Context: an optimization exercise on an open-source flow, tuned for small area, a short achievable clock period and few clock cycles. The choices shown serve that exercise and are no tape-out recipe.
At most, simulation tests tie the RTL to the original design; equivalence was not proved.
Power figures rest on the tool's default switching activity, not on a simulated workload.

Setup of run R:
Design obj_line_scan, start of the top module:
module obj_line_scan #(
    parameter int OBJ_MAX  = obj_pkg::OBJ_MAX_DEF,
    parameter int LINE_MAX = obj_pkg::LINE_MAX_DEF,
    parameter int OBJ_H    = obj_pkg::OBJ_H_DEF
) (
    input  logic        CLK20,
    input  logic        RESET,
    input  logic        DMCS,
    input  logic [28:0] DO,
    input  logic [7:0]  V,
    input  logic        HBDn,
    input  logic        VB,
    input  logic        LST_RD,
    output logic [32:0] LST_DATA,
    output logic        LST_EMPTY,
    output logic [3:0]  LST_CNT,
    output logic        LST_RDY,
    output logic        OVF
);
Size in the first run: about 7,000 cells after synthesis, ~2,300 flip-flops, roughly 83 I/O pins, roughly 98,000 um^2 of cells after synthesis.
clock: 8.0 ns
lec_check: 0
cap_margin: 20
core_margin: 2
core_utilization: 60
cts_cluster_diameter: 100
cts_cluster_size: 20
setup_slack_margin: 5
slew_margin: 20
run.sh (not shown) runs the stock make flow with config.mk's settings and CLKGATE_MAP_FILE= SYNTH_SCRIPT=/design/flow/synth_recipe.tcl, a recipe that flattens the netlist after the stock synthesis.
Run R went all the way through synthesis, placement and routing and the layout is clean on timing, DRC and antenna.
Inputs modified between run R and run G:
diff --git a/flow/design.v b/flow/design.v
--- a/flow/design.v
+++ b/flow/design.v
@@ -34,17 +34,17 @@
     input  logic [3:0]       tlo,       
     input  logic [DEPTH-1:0] wr_oh,     
     input  logic [WIDTH-1:0] wdata,     
     output logic [WIDTH+3:0] head       
 );
     logic [WIDTH-1:0] mem [1:DEPTH-1];
     logic [DEPTH-1:0] nxt_oh;           
     logic [WIDTH-1:0] nxt_mem, w_next;
-    logic [3:0]       r_next;
+    logic [3:0]       r_next, r_w, r_mem;
     logic             take_w, zero, upd;
     always_ff @(posedge clk) begin
         for (int k = 1; k < DEPTH; k++)
             if (wr_oh[k]) mem[k] <= wdata;
     end
     always_comb begin
         nxt_mem = '0;
         for (int k = 1; k < DEPTH; k++)
@@ -54,23 +54,27 @@
         if (rst || clr) nxt_oh <= DEPTH'(2);
         else if (pop)   nxt_oh <= nxt_oh << 1;
     end
     assign take_w = load ? any : (pop & ~last & |(nxt_oh & wr_oh));
     assign zero   = rst | (load & ~any) | (pop & last);
     assign upd    = rst | load | pop;
     assign w_next = take_w ? wdata : nxt_mem;
     always_comb begin
-        logic brw;
-        brw = 1'b0;
+        logic bw, bm;
+        bw = 1'b0;
+        bm = 1'b0;
         for (int b = 0; b < 4; b++) begin
-            r_next[b] = tlo[b] ^ w_next[YL + b] ^ brw ^ w_next[FV];
-            brw = (~tlo[b] & w_next[YL + b]) | (~(tlo[b] ^ w_next[YL + b]) & brw);
+            r_w[b]   = tlo[b] ^ wdata[YL + b] ^ bw ^ wdata[FV];
+            bw       = (~tlo[b] & wdata[YL + b]) | (~(tlo[b] ^ wdata[YL + b]) & bw);
+            r_mem[b] = tlo[b] ^ nxt_mem[YL + b] ^ bm ^ nxt_mem[FV];
+            bm       = (~tlo[b] & nxt_mem[YL + b]) | (~(tlo[b] ^ nxt_mem[YL + b]) & bm);
         end
     end
+    assign r_next = take_w ? r_w : r_mem;
     always_ff @(posedge clk) begin
         if (upd) head <= zero ? '0 : {r_next, w_next};
     end
 endmodule
 module obj_line_scan #(
     parameter int OBJ_MAX  = obj_pkg::OBJ_MAX_DEF,
     parameter int LINE_MAX = obj_pkg::LINE_MAX_DEF,
     parameter int OBJ_H    = obj_pkg::OBJ_H_DEF
@@ -121,20 +125,27 @@
         end else begin
             vb_q   <= VB;
             hbdn_q <= HBDn;
             if (vb_rise)    obj_cnt <= wr_en ? CW'(1) : '0;
             else if (wr_en) obj_cnt <= obj_cnt + CW'(1);
         end
     end
     logic [OBJ_MAX-1:0] valid;
-    always_ff @(posedge CLK20) begin
-        if (RESET)        valid <= '0;
-        else if (vb_rise) valid <= {{(OBJ_MAX-1){1'b0}}, wr_en};
-        else if (wr_en)   valid <= {valid[OBJ_MAX-2:0], 1'b1};
+    always_comb begin
+        for (int i = 0; i < OBJ_MAX; i++) begin
+            logic gt, eq;
+            gt = 1'b0;
+            eq = 1'b1;
+            for (int b = CW - 1; b >= 0; b--) begin
+                gt = gt | (eq & obj_cnt[b] & ~((i >> b) & 1));
+                eq = eq & ~(obj_cnt[b] ^ ((i >> b) & 1));
+            end
+            valid[i] = gt;
+        end
     end
     logic [3:0]         tq;              
     logic [3:0]         vh_m;            
     logic [OBJ_MAX-1:0] hit_now;
     assign vh_m[0] = ~V[4];
     for (genvar b = 1; b < 4; b++) begin : g_dec
         assign vh_m[b] = V[4 + b] ^ ~(|V[4 +: b]);
     end
Findings:
Run G has completed all stages; timing, DRC and antenna checks passed.
Run R has completed all stages; timing, DRC and antenna checks passed.
Run G against run R: cell area moved down; normalized max-slew margin moved up; number of cells in the finished layout apart from fillers moved down.
Summary of the comparison: overall routed net length is higher in run G, relative to run R.
Relative to run R, worst vdd rail ir drop has decreased by 6.3% in run G.
Looking at die area, run G sits 2600 um^2 lower than run R does.
Compared to run R, run G has fewer flip-flops.
Run G vs run R on largest clock skew in the final design: run G is the higher one.
Note that the routed length per placed instance recorded for run G amounts to 1.05 times the value seen in run R.
On setup slack: run G sits above run R.
Compared with run R, placement density in the core of run G is lower.
Testbench counts of run G, summed over its fixed seeds: cycles 5,256.
Function not checked in run R: the RTL went through the layout flow alone.

==> afterwards: timing with drivers on the ports <==
No port has a modelled driver above. Below, the same layouts with a new extraction and two added sets of constraints.
Step 1 sets driving cells, clkbuf_16 on the clock port and buf_2 on the other inputs (assumed; they add their load-dependent delay and slew).
Step 2 moves the port delays by t, midway between the first and last clock arrival at a register: inputs arrive t later, outputs are due t later. That takes back most of the time a late clock gives input paths.
Three values: ideal ports, drivers, drivers and shift; two values: the first two.
run | shift t [ns] | slack for setup (ns) | worst hold slack (ns) | worst slew at a driven data input, ns
run R | 0.881 | 4.448 / 4.448 / 3.908 | 0.441 / 0.441 / 0.441 | 0.22
run G | 0.883 | 4.921 / 4.901 / 4.019 | 0.430 / 0.430 / 0.430 | 0.16
After both steps setup and hold are still met in every run listed. For run G, which loses most, drivers alone change the setup slack by -0.020 ns; drivers and shift together by -0.902 ns.
